Source: an optimization exercise on an open RTL-to-GDS flow (aim: a short achievable clock period and few clock cycles). Production flows keep margins and buffers that such runs may drop. Only simulation tests tie the RTL to the original design; equivalence was not proved. Power and IR drop assume default switching activity.

$ cat flow/design.v
package mipsPkg;
    typedef logic [31:0] wordT;
    typedef logic [4:0]  regAddrT;
    localparam logic [5:0] opRType = 6'h00;
    localparam logic [5:0] opJ     = 6'h02;
    localparam logic [5:0] opJal   = 6'h03;
    localparam logic [5:0] opBeq   = 6'h04;
    localparam logic [5:0] opBne   = 6'h05;
    localparam logic [5:0] opAddiu = 6'h09;
    localparam logic [5:0] opOri   = 6'h0d;
    localparam logic [5:0] opLui   = 6'h0f;
    localparam logic [5:0] opLw    = 6'h23;
    localparam logic [5:0] opSw    = 6'h2b;
    localparam logic [5:0] fnSll   = 6'h00;
    localparam logic [5:0] fnAddu  = 6'h21;
    localparam logic [5:0] fnSubu  = 6'h23;
    localparam logic [5:0] fnAnd   = 6'h24;
    localparam logic [5:0] fnOr    = 6'h25;
    localparam logic [5:0] fnSlt   = 6'h2a;
endpackage
`timescale 1ns/1ps
module pipeLineCPU #(
    parameter logic [31:0] resetPc = 32'h0000_0000
) (
    input  logic        clk,
    input  logic        reset,
    input  logic [31:0] inst_in,
    input  logic [31:0] Data_in,
    output logic        mem_w,
    output logic [31:0] Addr_out,
    output logic [31:0] PC_out,
    output logic [31:0] Data_out
);
    logic [31:0] pcF;
    logic        validD;
    logic [31:0] instrD;
    logic [31:0] pc4D;
    logic        predD;
    logic        loopD;              
    logic [2:0]  lpIdxD;
    logic [10:0] lpTagD;
    logic [31:1] rsOhD, rtOhD;       
    logic        wrE;         
    logic        loadE;
    logic        storeE;
    logic        brE;
    logic        squashE;     
    logic        mpEqE;       
    logic [31:0] altPcE;      
    logic        loopE;
    logic [2:0]  lpIdxE;
    logic [10:0] lpTagE;
    logic [4:0]  destE;
        logic [31:0] aValE, bValE, sValE;
    logic        subE;
    logic [31:0] bXE;         
    logic [31:0] bNXE;        
    logic        oAndE, oOrE, oSltE, oSllE;
    logic [4:0]  shamtE;
    logic        wrM;
    logic        loadM;
    logic        storeM;
    logic [4:0]  destM;
    logic [31:0] resM;
    logic [31:0] sDataM;
    logic        wrW;
    logic [4:0]  destW;
    logic [31:0] dataW;
    logic [31:0] regFile [1:31];
    logic        eq;          
    logic stallD;             
    logic mispE;
    logic [31:0] res;         
    logic [31:0] sum;         
    logic [31:0] resEarly;    
    logic        oASE;
    logic [31:0] pc4F;
    logic [5:0]  opF;
    logic        jmpF;
    logic        brF;
    logic        predF;
    logic        loopF;
    logic [31:0] brTgtF;
    logic [31:0] jTgtF;
    assign PC_out = pcF;
    assign pc4F   = pcF + 32'd4;
    assign opF    = inst_in[31:26];
    assign jmpF   = opF == mipsPkg::opJ || opF == mipsPkg::opJal;
    assign brF    = opF == mipsPkg::opBeq || opF == mipsPkg::opBne;
    assign loopF  = opF == mipsPkg::opBne && inst_in[15] &&
                    inst_in[25:21] != inst_in[20:16];
    assign predF  = brF && (opF[0] ^ (inst_in[25:21] == inst_in[20:16])) &&
                    !(loopF && lpExitF);
    localparam int lpN = 8;
    logic [lpN-1:0] lpValid;
    logic [10:0]    lpTag   [lpN];
    logic [7:0]     lpCnt   [lpN];
    logic [7:0]     lpTrip  [lpN];
    logic [lpN-1:0] lpExit;              
    logic [2:0]     lpIdxF;
    logic [10:0]    lpTagF;
    logic           lpExitF;
    assign lpIdxF  = pcF[4:2];
    assign lpTagF  = pcF[15:5];
    assign lpExitF = lpValid[lpIdxF] && lpExit[lpIdxF] && lpTag[lpIdxF] == lpTagF;
    logic [7:0] lpCntD, lpTripD;
    assign lpCntD  = lpCnt[lpIdxD];
    assign lpTripD = lpTrip[lpIdxD];
    always_ff @(posedge clk) begin
        lpHitE   <= lpValid[lpIdxD] && lpTag[lpIdxD] == lpTagD;
        lpCnt1RE <= lpCntD + 8'd1;
        lpTripRE <= lpTripD;
        lpExTkRE <= lpCntD + 8'd2 == lpTripD;
        lpExNtRE <= lpCntD == 8'd0;
    end
    logic       lpHitE, lpExTkRE, lpExNtRE;
    logic [7:0] lpCnt1RE, lpTripRE;
    logic       lpTakenE, lpExitTkE, lpExitNtE;
    logic [7:0] lpCnt1E, lpTripE;
    assign lpTakenE  = !eq;
    assign lpCnt1E   = lpHitE ? lpCnt1RE : 8'd1;
    assign lpTripE   = lpHitE ? lpTripRE : 8'd0;
    assign lpExitTkE = lpHitE && lpExTkRE;
    assign lpExitNtE = !lpHitE || lpExNtRE;
    always_ff @(posedge clk) begin
        if (reset) begin
            lpValid <= '0;
        end else if (brE && !squashE && loopE) begin
            lpValid[lpIdxE] <= 1'b1;
        end
    end
    always_ff @(posedge clk) begin
        if (brE && !squashE && loopE) begin
            lpTag[lpIdxE] <= lpTagE;
            if (lpTakenE) begin
                lpCnt[lpIdxE]  <= lpCnt1E;
                lpTrip[lpIdxE] <= lpTripE;
                lpExit[lpIdxE] <= lpExitTkE;
            end else begin
                lpCnt[lpIdxE]  <= 8'd0;
                lpTrip[lpIdxE] <= lpCnt1E;
                lpExit[lpIdxE] <= lpExitNtE;
            end
        end
    end
    logic [31:0] offF, brPF, brGF, brCF;
    assign offF = {2'b00, {14{inst_in[15]}}, inst_in[15:0]};
    assign brPF = {2'b00, pcF[31:2]} ^ offF;
    assign brGF = {2'b00, pcF[31:2]} & offF;
    ksCarry32 brCarry0 (.p(brPF), .g({brGF[31:1], brGF[0] | brPF[0]}), .cin(1'b1), .c(brCF));
    assign brTgtF = {brPF[29:0] ^ brCF[29:0], 2'b00};
    assign jTgtF  = {pc4F[31:28], inst_in[25:0], 2'b00};
    logic useRsF, readRtF, rKnownF;
    always_comb begin
        rKnownF = 1'b0;
        case (inst_in[5:0])
            mipsPkg::fnAddu, mipsPkg::fnSubu, mipsPkg::fnAnd, mipsPkg::fnOr,
            mipsPkg::fnSlt, mipsPkg::fnSll: rKnownF = 1'b1;
            default: rKnownF = 1'b0;
        endcase
        useRsF  = 1'b0;
        readRtF = 1'b0;
        case (opF)
            mipsPkg::opRType: begin
                useRsF  = rKnownF && inst_in[5:0] != mipsPkg::fnSll;
                readRtF = rKnownF;
            end
            mipsPkg::opAddiu, mipsPkg::opOri, mipsPkg::opLw: useRsF = 1'b1;
            mipsPkg::opSw, mipsPkg::opBeq, mipsPkg::opBne: begin
                useRsF  = 1'b1;
                readRtF = 1'b1;
            end
            default: ;
        endcase
    end
    logic [31:0] pcOtherF, pcSeqF;
    logic        takeBrF;
    assign pcOtherF = stallD ? pcF : (jmpF ? jTgtF : pc4F);
    assign takeBrF  = !stallD && !jmpF && predF;
    assign pcSeqF   = takeBrF ? brTgtF : pcOtherF;
    always_ff @(posedge clk) begin
        if (reset) begin
            pcF <= resetPc;
        end else begin
            pcF <= mispE ? altPcE : pcSeqF;
        end
    end
    always_ff @(posedge clk) begin
        if (reset || mispE) begin
            validD <= 1'b0;
        end else if (!stallD) begin
            validD <= 1'b1;
        end
    end
    always_ff @(posedge clk) begin
        if (!stallD) begin
            instrD <= inst_in;
            for (int i = 1; i < 32; i++) begin
                rsOhD[i] <= inst_in[25:21] == i[4:0];
                rtOhD[i] <= inst_in[20:16] == i[4:0];
            end
            pc4D   <= pc4F;
            predD  <= predF;
            loopD  <= loopF;
            lpIdxD <= lpIdxF;
            lpTagD <= lpTagF;
        end
    end
    logic [5:0]  opD;
    logic [5:0]  fnD;
    logic [4:0]  rsD, rtD, rdD;
    logic [15:0] immD;
    logic        wrD, loadD, storeD, brD;
    logic [4:0]  destD;
    logic        useRsD;      
    logic        useRtD;      
    logic        stallRtD;    
    logic        oAddD, oSubD, oAndD, oOrD, oSltD, oSllD;
    logic [31:0] immValD;
    logic [31:0] rsVal, rtVal;
    logic [31:0] brTgtD;
    assign opD  = instrD[31:26];
    assign rsD  = instrD[25:21];
    assign rtD  = instrD[20:16];
    assign rdD  = instrD[15:11];
    assign fnD  = instrD[5:0];
    assign immD = instrD[15:0];
    always_comb begin
        logic wr;
        wr       = 1'b0;
        loadD    = 1'b0;
        storeD   = 1'b0;
        brD      = 1'b0;
        destD    = rtD;
        useRsD   = 1'b0;
        useRtD   = 1'b0;
        stallRtD = 1'b0;
        oAddD    = 1'b0;
        oSubD    = 1'b0;
        oAndD    = 1'b0;
        oOrD     = 1'b0;
        oSltD    = 1'b0;
        oSllD    = 1'b0;
        immValD  = {{16{immD[15]}}, immD};
        case (opD)
            mipsPkg::opRType: begin
                destD    = rdD;
                useRtD   = 1'b1;
                useRsD   = 1'b1;
                stallRtD = 1'b1;
                wr       = 1'b1;
                case (fnD)
                    mipsPkg::fnAddu: oAddD = 1'b1;
                    mipsPkg::fnSubu: oSubD = 1'b1;
                    mipsPkg::fnAnd:  oAndD = 1'b1;
                    mipsPkg::fnOr:   oOrD  = 1'b1;
                    mipsPkg::fnSlt:  oSltD = 1'b1;
                    mipsPkg::fnSll: begin
                        oSllD  = 1'b1;
                        useRsD = 1'b0;
                    end
                    default: begin
                        wr       = 1'b0;
                        useRsD   = 1'b0;
                        stallRtD = 1'b0;
                    end
                endcase
            end
            mipsPkg::opAddiu: begin
                wr     = 1'b1;
                useRsD = 1'b1;
                oAddD  = 1'b1;
            end
            mipsPkg::opOri: begin
                wr      = 1'b1;
                useRsD  = 1'b1;
                oOrD    = 1'b1;
                immValD = {16'h0000, immD};
            end
            mipsPkg::opLui: begin
                wr      = 1'b1;
                oOrD    = 1'b1;
                immValD = {immD, 16'h0000};
            end
            mipsPkg::opLw: begin
                wr     = 1'b1;
                loadD  = 1'b1;
                useRsD = 1'b1;
                oAddD  = 1'b1;
            end
            mipsPkg::opSw: begin
                storeD   = 1'b1;
                useRsD   = 1'b1;
                stallRtD = 1'b1;
                oAddD    = 1'b1;
            end
            mipsPkg::opBeq, mipsPkg::opBne: begin
                brD      = 1'b1;
                useRsD   = 1'b1;
                useRtD   = 1'b1;
                stallRtD = 1'b1;
            end
            mipsPkg::opJal: begin
                wr      = 1'b1;
                destD   = 5'd31;
                oOrD    = 1'b1;
                immValD = pc4D;
            end
            default: ;
        endcase
        wrD = wr && destD != 5'd0;
    end
    logic [31:1] weW;
    always_ff @(posedge clk) begin
        for (int i = 1; i < 32; i++) begin
            weW[i] <= wrM && destM == i[4:0];
        end
    end
    always_ff @(posedge clk) begin
        for (int i = 1; i < 32; i++) begin
            if (weW[i]) begin
                regFile[i] <= dataW;
            end
        end
    end
    logic [31:0] rsRf, rtRf;
    always_comb begin
        rsRf = '0;
        rtRf = '0;
        for (int i = 1; i < 32; i++) begin
            rsRf = rsRf | ({32{rsOhD[i]}} & regFile[i]);
            rtRf = rtRf | ({32{rtOhD[i]}} & regFile[i]);
        end
    end
    assign rsVal = byRsW ? dataW : rsRf;
    assign rtVal = byRtW ? dataW : rtRf;
    logic [4:0] rsNext, rtNext;
    logic       useRsNext, readRtNext, validNext;
    assign rsNext     = stallD ? rsD : inst_in[25:21];
    assign rtNext     = stallD ? rtD : inst_in[20:16];
    assign useRsNext  = stallD ? useRsD : useRsF;
    assign readRtNext = stallD ? stallRtD : readRtF;
    assign validNext  = stallD ? validD : 1'b1;
    always_ff @(posedge clk) begin
        fwdRsM <= !stallD && validD && wrD && destD == rsNext;
        fwdRtM <= !stallD && validD && wrD && destD == rtNext;
        fwdRsW <= wrE && !squashE && destE == rsNext;
        fwdRtW <= wrE && !squashE && destE == rtNext;
        byRsW  <= wrM && destM == rsNext;
        byRtW  <= wrM && destM == rtNext;
    end
    always_ff @(posedge clk) begin
        if (reset || mispE) begin
            stallD <= 1'b0;
        end else begin
            stallD <= validNext && !stallD && validD && loadD &&
                      ((useRsNext && destD == rsNext) || (readRtNext && destD == rtNext));
        end
    end
    logic [31:0] offD, brPD, brGD, brCD;
    assign offD = {2'b00, {14{immD[15]}}, immD};
    assign brPD = {2'b00, pc4D[31:2]} ^ offD;
    assign brGD = {2'b00, pc4D[31:2]} & offD;
    ksCarry32 brCarry1 (.p(brPD), .g(brGD), .cin(1'b0), .c(brCD));
    assign brTgtD = {brPD[29:0] ^ brCD[29:0], 2'b00};
    logic fwdRsM, fwdRsW, fwdRtM, fwdRtW, byRsW, byRtW;
    logic [31:0] valM;
    assign valM  = loadM ? Data_in : resM;
    logic        selAR, selBR, selSR;
    logic [31:0] aOther, bOther, sOther, aNext, bNext, sNext, bXNext, bNXNext;
    assign selAR  = useRsD && fwdRsM;
    assign selBR  = useRtD && fwdRtM;
    assign selSR  = fwdRtM;
    assign aOther = !useRsD ? 32'd0 : (fwdRsW ? valM : rsVal);
    assign bOther = !useRtD ? immValD : (fwdRtW ? valM : rtVal);
    assign sOther = fwdRtW ? valM : rtVal;
    logic        sumA, sumB, sumS, subNextD;
    logic [31:0] aPre, bPre, sPre, bXPre;
    assign sumA     = selAR && oASE;
    assign sumB     = selBR && oASE;
    assign sumS     = selSR && oASE;
    assign subNextD = oSubD || oSltD;
    assign aPre   = selAR ? resEarly : aOther;
    assign bPre   = selBR ? resEarly : bOther;
    assign sPre   = selSR ? resEarly : sOther;
    assign bXPre  = bPre ^ {32{subNextD}};
    assign aNext  = sumA ? sum : aPre;
    assign bNext  = sumB ? sum : bPre;
    assign sNext  = sumS ? sum : sPre;
    assign bXNext  = sumB ? sumX : bXPre;
    assign bNXNext = sumB ? sumXN : ~bXPre;
    always_ff @(posedge clk) begin
        if (reset || stallD || !validD) begin
            wrE    <= 1'b0;
            loadE  <= 1'b0;
            storeE <= 1'b0;
            brE    <= 1'b0;
        end else begin
            wrE    <= wrD;
            loadE  <= loadD;
            storeE <= storeD;
            brE    <= brD;
        end
    end
    always_ff @(posedge clk) begin
        destE  <= destD;
        mpEqE  <= opD[0] ~^ predD;   
        altPcE <= predD ? pc4D : brTgtD;
        loopE  <= loopD;
        lpIdxE <= lpIdxD;
        lpTagE <= lpTagD;
        aValE  <= aNext;
        bValE  <= bNext;
        sValE  <= sNext;
        oASE   <= oAddD || oSubD;
        subE   <= oSubD || oSltD;
        bXE    <= bXNext;
        bNXE   <= bNXNext;
        oAndE  <= oAndD;
        oOrE   <= oOrD;
        oSltE  <= oSltD;
        oSllE  <= oSllD;
        shamtE <= instrD[10:6];
    end
    logic [31:0] opA, opB, sData;
    logic [31:0] sll;
    logic        sltBit;
    assign opA   = aValE;
    assign opB   = bValE;
    assign sData = sValE;
    logic [31:0] pX, gX, g0X, cX, sumX, sumXN;
    assign pX  = opA ^ bXE;
    assign gX  = opA & ~bNXE;
    assign g0X = {gX[31:1], gX[0] | (pX[0] & subE)};
    ksCarry32 carry0 (.p(pX), .g(g0X), .cin(subE), .c(cX));
    assign sum   = pX ^ cX;
    assign sumX  = (pX ^ {32{subNextD}}) ^ cX;
    assign sumXN = (pX ^ {32{!subNextD}}) ^ cX;
    assign sltBit = (opA[31] ^ opB[31]) ? opA[31] : sum[31];
    assign sll  = opB << shamtE;
    assign resEarly = ({32{oAndE}} & (opA & opB)) | ({32{oOrE}} & (opA | opB)) |
                      ({32{oSllE}} & sll) | {31'd0, oSltE && sltBit};
    assign res  = ({32{oASE}} & sum) | resEarly;
    assign eq    = opA == opB;
    always_ff @(posedge clk) begin
        if (reset) begin
            squashE <= 1'b0;
        end else begin
            squashE <= mispE;
        end
    end
    assign mispE = brE && !squashE && (eq == mpEqE);
    always_ff @(posedge clk) begin
        if (reset) begin
            wrM    <= 1'b0;
            loadM  <= 1'b0;
            storeM <= 1'b0;
        end else begin
            wrM    <= wrE && !squashE;
            loadM  <= loadE && !squashE;
            storeM <= storeE && !squashE;
        end
    end
    always_ff @(posedge clk) begin
        destM  <= destE;
        resM   <= res;
        sDataM <= sData;
    end
    assign Addr_out = resM;
    assign Data_out = sDataM;
    assign mem_w    = storeM;
    always_ff @(posedge clk) begin
        if (reset) begin
            wrW <= 1'b0;
        end else begin
            wrW <= wrM;
        end
    end
    always_ff @(posedge clk) begin
        destW <= destM;
        dataW <= valM;
    end
endmodule
module ksCarry32 (
    input  logic [31:0] p,
    input  logic [31:0] g,
    input  logic        cin,
    output logic [31:0] c
);
    logic [31:0] gL [0:5];
    logic [31:0] pL [0:5];
    assign gL[0] = g;
    assign pL[0] = p;
    for (genvar l = 0; l < 5; l++) begin : lvl
        for (genvar i = 0; i < 32; i++) begin : bit_
            if (i >= (1 << l)) begin : op
                if (l % 2 == 0) begin : n
                    pgCellN cell0 (
                        .gh(gL[l][i]), .ph(pL[l][i]), .gl(gL[l][i - (1 << l)]), .pl(pL[l][i - (1 << l)]),
                        .gn(gL[l+1][i]), .pn(pL[l+1][i])
                    );
                end else begin : p_
                    pgCellP cell0 (
                        .ghn(gL[l][i]), .phn(pL[l][i]), .gln(gL[l][i - (1 << l)]), .pln(pL[l][i - (1 << l)]),
                        .g(gL[l+1][i]), .p(pL[l+1][i])
                    );
                end
            end else begin : pass
                pgInv cell0 (.g(gL[l][i]), .p(pL[l][i]), .gi(gL[l+1][i]), .pi(pL[l+1][i]));
            end
        end
    end
    assign c = {~gL[5][30:0], cin};
endmodule
module pgCellN (
    input  logic gh,
    input  logic ph,
    input  logic gl,
    input  logic pl,
    output logic gn,
    output logic pn
);
    assign gn = ~(gh | (ph & gl));
    assign pn = ~(ph & pl);
endmodule
module pgCellP (
    input  logic ghn,
    input  logic phn,
    input  logic gln,
    input  logic pln,
    output logic g,
    output logic p
);
    assign g = ~(ghn & (phn | gln));
    assign p = ~(phn | pln);
endmodule
module pgInv (
    input  logic g,
    input  logic p,
    output logic gi,
    output logic pi
);
    assign gi = ~g;
    assign pi = ~p;
endmodule
$ cat flow/constraint.sdc
create_clock -name core_clock -period 7.0 [get_ports {clk}]
set_input_delay 1.4000 -clock core_clock [delete_from_list [all_inputs] [get_ports {clk}]]
set_output_delay 1.4000 -clock core_clock [all_outputs]
set_load 0.01 [all_outputs]
$ cat flow/config.mk
export PLATFORM = sky130hd
export DESIGN_NAME = pipeLineCPU
export DESIGN_NICKNAME = pipeLineCPU
export VERILOG_FILES = /design/flow/design.v
export SDC_FILE = /design/flow/constraint.sdc
export NUM_CORES = 4
export LEC_CHECK = 0
export CAP_MARGIN = 20
export CORE_MARGIN = 2
export CORE_UTILIZATION = 30
export SETUP_SLACK_MARGIN = 5
export SLEW_MARGIN = 20
export SYNTH_HIERARCHICAL = 1
$ cat flow/run.sh
#!/bin/bash
# synth_recipe.tcl (not shown) runs the flow's synth.tcl, then flattens the netlist and writes it again
# the make line also repeats each setting of config.mk as NAME=value (left out here)
make -C /OpenROAD-flow-scripts/flow DESIGN_CONFIG=/design/flow/config.mk WORK_HOME=/design/flow/orfs CLKGATE_MAP_FILE= SYNTH_SCRIPT=/design/flow/synth_recipe.tcl finish
==> notes.md <==
==> flip-flops by register name (all words and copies together) (netlist names), 31 cells and up, named ones only <==
register / cells
regFile: 992
lpTag: 88
lpCnt: 64
lpTrip: 64
aValE: 32
altPcE: 32
bValE: 32
bXE: 32
dataW: 32
instrD: 32
pc4D: 32
pcF: 32
resM: 32
sDataM: 32
sValE: 32
bNXE: 31
rsOhD: 31
rtOhD: 31
weW: 31
==> worst max-delay path, stage by stage (launching register included) <==
cell	delay [ns]
dfxtp_4	0.37
inv_2	0.05
ha_4	0.24
nor4_4	0.33
nand4_1	0.45
nor2_4	0.26
buf_12	0.14
xnor2_4	0.08
and2_4	0.20
clkbuf_16	0.16
or4_4	0.52
o2111ai_4	0.10
a31oi_1	0.05
==> path summary, 6_finish.rpt <==
check,endpoint
worst max-delay path,pcF[21]
worst min-delay path,sDataM[24]
worst max register to register,pcF[21]
worst min register to register,sDataM[24]
==> per-stage QoR <==
stage | utilization | worst slack, ns
finish | 0.408 | 3.84
global route | 0.408 | 3.82
CTS | 0.392 | 3.90
detailed placement | 0.328 | 2.41
global placement | 0.328 | 2.36
floorplan | - | 3.79
==> metal layers <==
layer,track usage,share of wire,vias up
met2,0.372,0.39,7511
li1,-,-,27000
met4,0.157,0.080,23
met1,0.350,0.35,35400
met3,0.141,0.18,2222
met5,0.0121,0.0016,-
==> what timing repair did <==
item,4_1_cts,5_1_grt
buffers inserted,463,193
endpoints found under the setup margin,966,688
hold endpoints to repair,0,0
pin swaps,252,248
hold buffers,0,0
cloned,50,9
gates resized for setup,1962,549
==> area by class of cell <==
type | instances | area (µm²) | share of cell area
inverter | 292 | 1190 | 0.0107
clock inverter | 99 | 975 | 0.00873
antenna | 23 | 57.6 | 0.000516
sequential | 1794 | 50000 | 0.448
timing repair inverter | 3 | 47.5 | 0.000426
clock buffer | 234 | 5080 | 0.0455
tap | 3589 | 4490 | 0.0402
multi-input combinational | 3949 | 37600 | 0.337
timing repair buffer | 1052 | 12100 | 0.109
==> where the power goes <==
part / switching (mW) / internal (mW) / total [mW] / leakage, nW
Sequential: 0.291 / 11.6 / 11.9 / 17.0
Clock: 4.51 / 5.69 / 10.2 / 2.96
Combinational: 1.73 / 1.30 / 3.04 / 19.6
Total: 6.54 / 18.6 / 25.1 / 39.5
==> results.ini <==
[timing]
tightestPinTransition_ns=1.26
min_period_over_period=0.452
slew_headroom=0.162
timing.setup.tns_ns=0
skew_ns=0.110
setup_violations=0
rsz0062_at_grt=true
whs_ns=0.301
hold_viol=0
post-route-min-period_ns=3.16
drv_slew=0
fmax_mhz=316

[critical_path]
r2r_slack_ns=3.84
crit_arrival_ns=3.83
rr_startpoint=bValE[3]
ff2ff_path_depth=12
critPathKind=reg -> reg
cp-end-kind=flop
crit_path_start_kind=flop
required_ns=7.66
crit_path_start=bValE[3]
path_max_fanout=4

[job]
cap_violations=0

[grt]
antenna_found_initial=18
grt-ovfl-total=0
grt_use_total=0.276
grt_start_max_net_pins=80
grt_pass1_wl_mm=540
grt_pass1_vias=66400

[cts]
cts_buffers=186
clkTransAtPathRegs_ns=0.07
cts_root_buffer=clkbuf_16
htree_levels=4
cts_tree=built
clkSinkCount=1794
clock_latency_ns=0.92
cts_max_path_buffers=4

[finish]
areaGrowthSynthToFinish_pct=35.4
final_cell_mix=1,358 x edfxtp_1, 499 x buf_4, 369 x a22oi_1
fin_nets=7475
fin_area_mm2=0.112
post_route_cells_drive_above_1_share=0.410
nFillCells=24700
final_cells=11000
mostFrequentLayoutCell=edfxtp_1

[floorplan]
ioPinCount=163
start_util=0.301
die_y_um=528
die_w_um=528
fp.dieArea_mm2=0.279
row_count=192
coreArea_mm2=0.273

[synthesis]
syn_area_per_cell_um2=12.9
syn_inst=6408
synth_warnings=13
syn_nets=6605
synth_area_mm2=0.0824

[placement]
dp.cells=9962
placed_area_mm2=0.0897
place_hpwl_mm=220
io_buffers=162
place_congestion=0.969

[route]
vias=72200
wl_per_cell_um=36.9
ant_nets=0
drtIter0Drc=14800
first_pass_iters=13
vias_per_cell=6.54
routed_wl_mm=408
drcViolationCount=0

[min_path]
worstHoldPathCells=0
hp-start=sValE[24]
hp-class=reg -> reg

[pwr]
total_power_mw=25.1
ir_drop_uv=218
powerDensity_mw_per_mm2=225
leakage_nw=39.5

[run_status]
outcome=no timing/DRC/antenna violations

Testbench counts, summed over its fixed seeds: cycles 81,865.

==> what the ideal ports hide <==
In the flow no input, the clock included, has a driving cell. The finished layout below was timed again as built, in two steps.
Step 1 (the two cells are an assumption about what drives the block):
set clk [get_ports {clk}]
set_driving_cell -lib_cell sky130_fd_sc_hd__clkbuf_16 $clk
set_driving_cell -lib_cell sky130_fd_sc_hd__buf_2 [delete_from_list [all_inputs] $clk]
Step 2 moves the port delays by t, midway between the first and last clock arrival at a register: inputs arrive t later, outputs are due t later. That takes back most of the time a late clock gives input paths.
a / b / c = no drivers / after step 1 / after step 2; a / b = the first two.
t, ns: 0.942
setup slack, ns: 3.836 / 3.836 / 3.130
latest minus earliest clock arrival (ns): 0.141 / 0.141
worst slew at a driven data input, ns: 0.15
After both steps this run still meets setup and hold. The setup slack of this run moves by 0.000 ns with the drivers and by -0.706 ns with both steps.
